Source: an optimization exercise on an open RTL-to-GDS flow (aim: small area and a short achievable clock period). Production flows keep margins and buffers that such runs may drop. Only simulation tests tie the RTL to the original design; equivalence was not proved.

## red
// alu_19bit
module alu_19bit (
    input  logic          clk,
    input  logic          rst_n,
    input  logic [18:0]   AC,
    input  logic [18:0]   DR,
    input  logic          ADD,
    input  logic          SUB,
    input  logic          MUL,
    input  logic          DIV,
    input  logic          AND,
    input  logic          OR,
    input  logic          XOR,
    input  logic          NOT,
    input  logic          INC,
    input  logic          DEC,
    input  logic          FFT,
    input  logic          ENC,
    input  logic          DNC,
    input  logic          TNF,
    output logic [18:0]   ALU_OP,
    output logic          OVF_FLAG
);
    localparam logic [18:0] SMIN    = alu19_pkg::SMIN;
    localparam logic [18:0] ENC_KEY = alu19_pkg::ENC_KEY;
    logic s_add, s_sub, s_mul, s_div, s_and, s_or, s_xor, s_not;
    logic s_inc, s_dec, s_fft, s_enc, s_dnc, s_tnf;
    assign s_add = ADD;
    assign s_sub = ~ADD & SUB;
    assign s_mul = ~ADD & ~SUB & MUL;
    assign s_div = ~ADD & ~SUB & ~MUL & DIV;
    logic hi4;
    assign hi4   = ~ADD & ~SUB & ~MUL & ~DIV;
    assign s_and = hi4 & AND;
    assign s_or  = hi4 & ~AND & OR;
    assign s_xor = hi4 & ~AND & ~OR & XOR;
    assign s_not = hi4 & ~AND & ~OR & ~XOR & NOT;
    logic hi8;
    assign hi8   = hi4 & ~AND & ~OR & ~XOR & ~NOT;
    assign s_inc = hi8 & INC;
    assign s_dec = hi8 & ~INC & DEC;
    assign s_fft = hi8 & ~INC & ~DEC & FFT;
    assign s_enc = hi8 & ~INC & ~DEC & ~FFT & ENC;
    assign s_dnc = hi8 & ~INC & ~DEC & ~FFT & ~ENC & DNC;
    assign s_tnf = hi8 & ~INC & ~DEC & ~FFT & ~ENC & ~DNC & TNF;
    logic [18:0] ax, ay, as;
    logic [19:0] ac;
    assign ax    = AC ^ {19{s_tnf}};
    assign ay    = (DR & {19{s_add | s_sub}}) ^ {19{s_sub | s_dec}};
    assign ac[0] = s_sub | s_inc | s_tnf;
    for (genvar j = 0; j < 19; j++) begin : g_add
        assign as[j]   = ax[j] ^ ay[j] ^ ac[j];
        assign ac[j+1] = (ax[j] & ay[j]) | (ac[j] & (ax[j] ^ ay[j]));
    end
    logic a_ovf;
    assign a_ovf = (ax[18] == ay[18]) && (as[18] != ax[18]);
    function automatic logic [18:0] cneg(input logic [18:0] x, input logic s);
        logic any;
        any = 1'b0;
        for (int i = 0; i < 19; i++) begin
            cneg[i] = x[i] ^ (s & any);
  ...
For scale: ~2600 cells after synthesis, about 20 flip-flops.
==> module alu19_add, before the edit <==
module alu19_add #(parameter int W = 8, parameter int ARCH = 1) (
    input  logic [W-1:0] x,
    input  logic [W-1:0] y,
    input  logic         ci,
    output logic [W-1:0] s,
    output logic         co
);
    localparam int L = (W >= 16) ? 5 : (W >= 8) ? 4 : (W >= 4) ? 3 : (W >= 2) ? 2 : 1;
    logic [W:0] g [0:L];
    logic [W:0] p [0:L];
    logic [W:0] c;
    assign g[0] = {x & y, ci};
    assign p[0] = {x ^ y, 1'b0};
    generate
        if (ARCH == 0) begin : g_rip
            assign c[0] = ci;
            for (genvar i = 0; i < W; i++) begin : g_b
                assign c[i+1] = g[0][i+1] | (p[0][i+1] & c[i]);
            end
        end else begin : g_pfx
            for (genvar l = 0; l < L; l++) begin : g_lvl
                for (genvar i = 0; i <= W; i++) begin : g_b
                    if (ARCH == 1) begin : g_skl
                        if ((i >> l) & 1) begin : g_op
                            localparam int J = ((i >> l) << l) - 1;
                            assign g[l+1][i] = g[l][i] | (p[l][i] & g[l][J]);
                            assign p[l+1][i] = p[l][i] & p[l][J];
                        end else begin : g_pass
                            assign g[l+1][i] = g[l][i];
                            assign p[l+1][i] = p[l][i];
                        end
                    end else begin : g_ks
                        if (i >= (1 << l)) begin : g_op
                            assign g[l+1][i] = g[l][i] | (p[l][i] & g[l][i - (1 << l)]);
                            assign p[l+1][i] = p[l][i] & p[l][i - (1 << l)];
                        end else begin : g_pass
                            assign g[l+1][i] = g[l][i];
                            assign p[l+1][i] = p[l][i];
                        end
                    end
                end
            end
            assign c = g[L];
        end
    endgenerate
    assign s  = p[0][W:1] ^ c[W-1:0];
    assign co = c[W];
endmodule
export LEC_CHECK = 0
export ABC_AREA = 1
export CAP_MARGIN = 20
export CORE_MARGIN = 2
export CORE_UTILIZATION = 40
export SLEW_MARGIN = 20
create_clock -name core_clock -period 50.0 [get_ports {clk}]
run.sh (not shown) runs the stock make flow with config.mk's settings and CLKGATE_MAP_FILE= SYNTH_SCRIPT=/design/flow/synth_recipe.tcl, a recipe that flattens the netlist after the stock synthesis.
For blue, these inputs were changed with respect to red:
==> flow/design.v, changed modules only <==
module alu19_add #(parameter int W = 8, parameter int ARCH = 1) (
    input  logic [W-1:0] x,
    input  logic [W-1:0] y,
    input  logic         ci,
    output logic [W-1:0] s,
    output logic         co
);
    localparam int L = (W >= 16) ? 5 : (W >= 8) ? 4 : (W >= 4) ? 3 : (W >= 2) ? 2 : 1;
    logic [W:0] g [0:L];
    logic [W:0] p [0:L];
    logic [W:0] c;
    logic [W-1:0] px;
    for (genvar i = 0; i < W; i++) begin : g_px
        assign px[i] = x[i] ? ~y[i] : y[i];
    end
    assign g[0] = {x, ci};    
    assign p[0] = {px, 1'b0};
    generate
        if (ARCH == 0) begin : g_rip
            assign c[0] = ci;
            for (genvar i = 0; i < W; i++) begin : g_b
                assign c[i+1] = p[0][i+1] ? c[i] : x[i];
            end
        end else if (ARCH == 3) begin : g_bk
            logic [W:0] bg [0:2*L-1];
            logic [W:0] bp [0:2*L-1];
            assign bg[0] = g[0];
            assign bp[0] = p[0];
            for (genvar l = 0; l < L; l++) begin : g_up
                for (genvar i = 0; i <= W; i++) begin : g_b
                    if ((i + 1) % (2 << l) == 0) begin : g_op
                        assign bg[l+1][i] = bp[l][i] ? bg[l][i - (1 << l)] : bg[l][i];
                        assign bp[l+1][i] = bp[l][i] & bp[l][i - (1 << l)];
                    end else begin : g_pass
                        assign bg[l+1][i] = bg[l][i];
                        assign bp[l+1][i] = bp[l][i];
                    end
                end
            end
            for (genvar m = 0; m < L - 1; m++) begin : g_dn
                localparam int LL = L - 2 - m;
                for (genvar i = 0; i <= W; i++) begin : g_b
                    if ((i + 1) % (2 << LL) == (1 << LL) && i >= (2 << LL)) begin : g_op
                        assign bg[L+m+1][i] = bp[L+m][i] ? bg[L+m][i - (1 << LL)] : bg[L+m][i];
                        assign bp[L+m+1][i] = bp[L+m][i] & bp[L+m][i - (1 << LL)];
                    end else begin : g_pass
                        assign bg[L+m+1][i] = bg[L+m][i];
                        assign bp[L+m+1][i] = bp[L+m][i];
                    end
                end
            end
            assign c = bg[2*L-1];
        end else begin : g_pfx
            for (genvar l = 0; l < L; l++) begin : g_lvl
                for (genvar i = 0; i <= W; i++) begin : g_b
                    if (ARCH == 1) begin : g_skl
                        if ((i >> l) & 1) begin : g_op
                            localparam int J = ((i >> l) << l) - 1;
                            assign g[l+1][i] = p[l][i] ? g[l][J] : g[l][i];
                            assign p[l+1][i] = p[l][i] & p[l][J];
                        end else begin : g_pass
                            assign g[l+1][i] = g[l][i];
                            assign p[l+1][i] = p[l][i];
                        end
                    end else begin : g_ks
                        if (i >= (1 << l)) begin : g_op
                            assign g[l+1][i] = p[l][i] ? g[l][i - (1 << l)] : g[l][i];
                            assign p[l+1][i] = p[l][i] & p[l][i - (1 << l)];
                        end else begin : g_pass
                            assign g[l+1][i] = g[l][i];
                            assign p[l+1][i] = p[l][i];
                        end
                    end
                end
            end
            assign c = g[L];
        end
    endgenerate
    for (genvar i = 0; i < W; i++) begin : g_s
        assign s[i] = c[i] ? ~px[i] : px[i];
    end
    assign co = c[W];
endmodule
- blue finished end to end and its layout was clean on timing, DRC and antenna.
- red has lower synthesized area than blue.
- Routed wire length grows by more than a quarter when moving from red to blue.
- The start point of the critical path comes out DR[0] in one run and AC[0] in the other, namely in red and blue respectively.
- Starting density of the core, red and blue, higher one = blue.
- Compared with red, in blue setup slack picked up an extra 6.71 ns; final cell count without fillers picked up an extra 1264.
- Compared with red, blue shows a buffering overhead that is 1.6 points lower.

==> port drivers added, routing unchanged <==
How much do the figures lean on ideal ports? The routed layouts below were timed once more, with nothing changed but the port constraints.
Step 1 sets driving cells, clkbuf_16 on the clock port and buf_2 on the other inputs (assumed; they add their load-dependent delay and slew).
Step 2 times the ports against the registers' clock, not the clock port: input delays grow and output delays shrink by t, the midpoint of the rising clock arrivals with the driver on.
a / b / c = ideal / step 1 / step 2; a / b = the first two.
run | t (ns) | slack for setup (ns) | worst setup path after step 2 | latest minus earliest clock arrival (ns) | worst data-port slew with drivers (ns)
red | 0.270 | 3.434 / 3.437 / 3.167 | input to register | 0.001 / 0.002 | 0.04
blue | 0.272 | 10.141 / 10.145 / 9.873 | input to register | 0.004 / 0.004 | 0.04
After both steps setup and hold are still met in every run listed. The setup slack of blue, which loses most, moves by +0.004 ns with the drivers and by -0.268 ns with both steps.
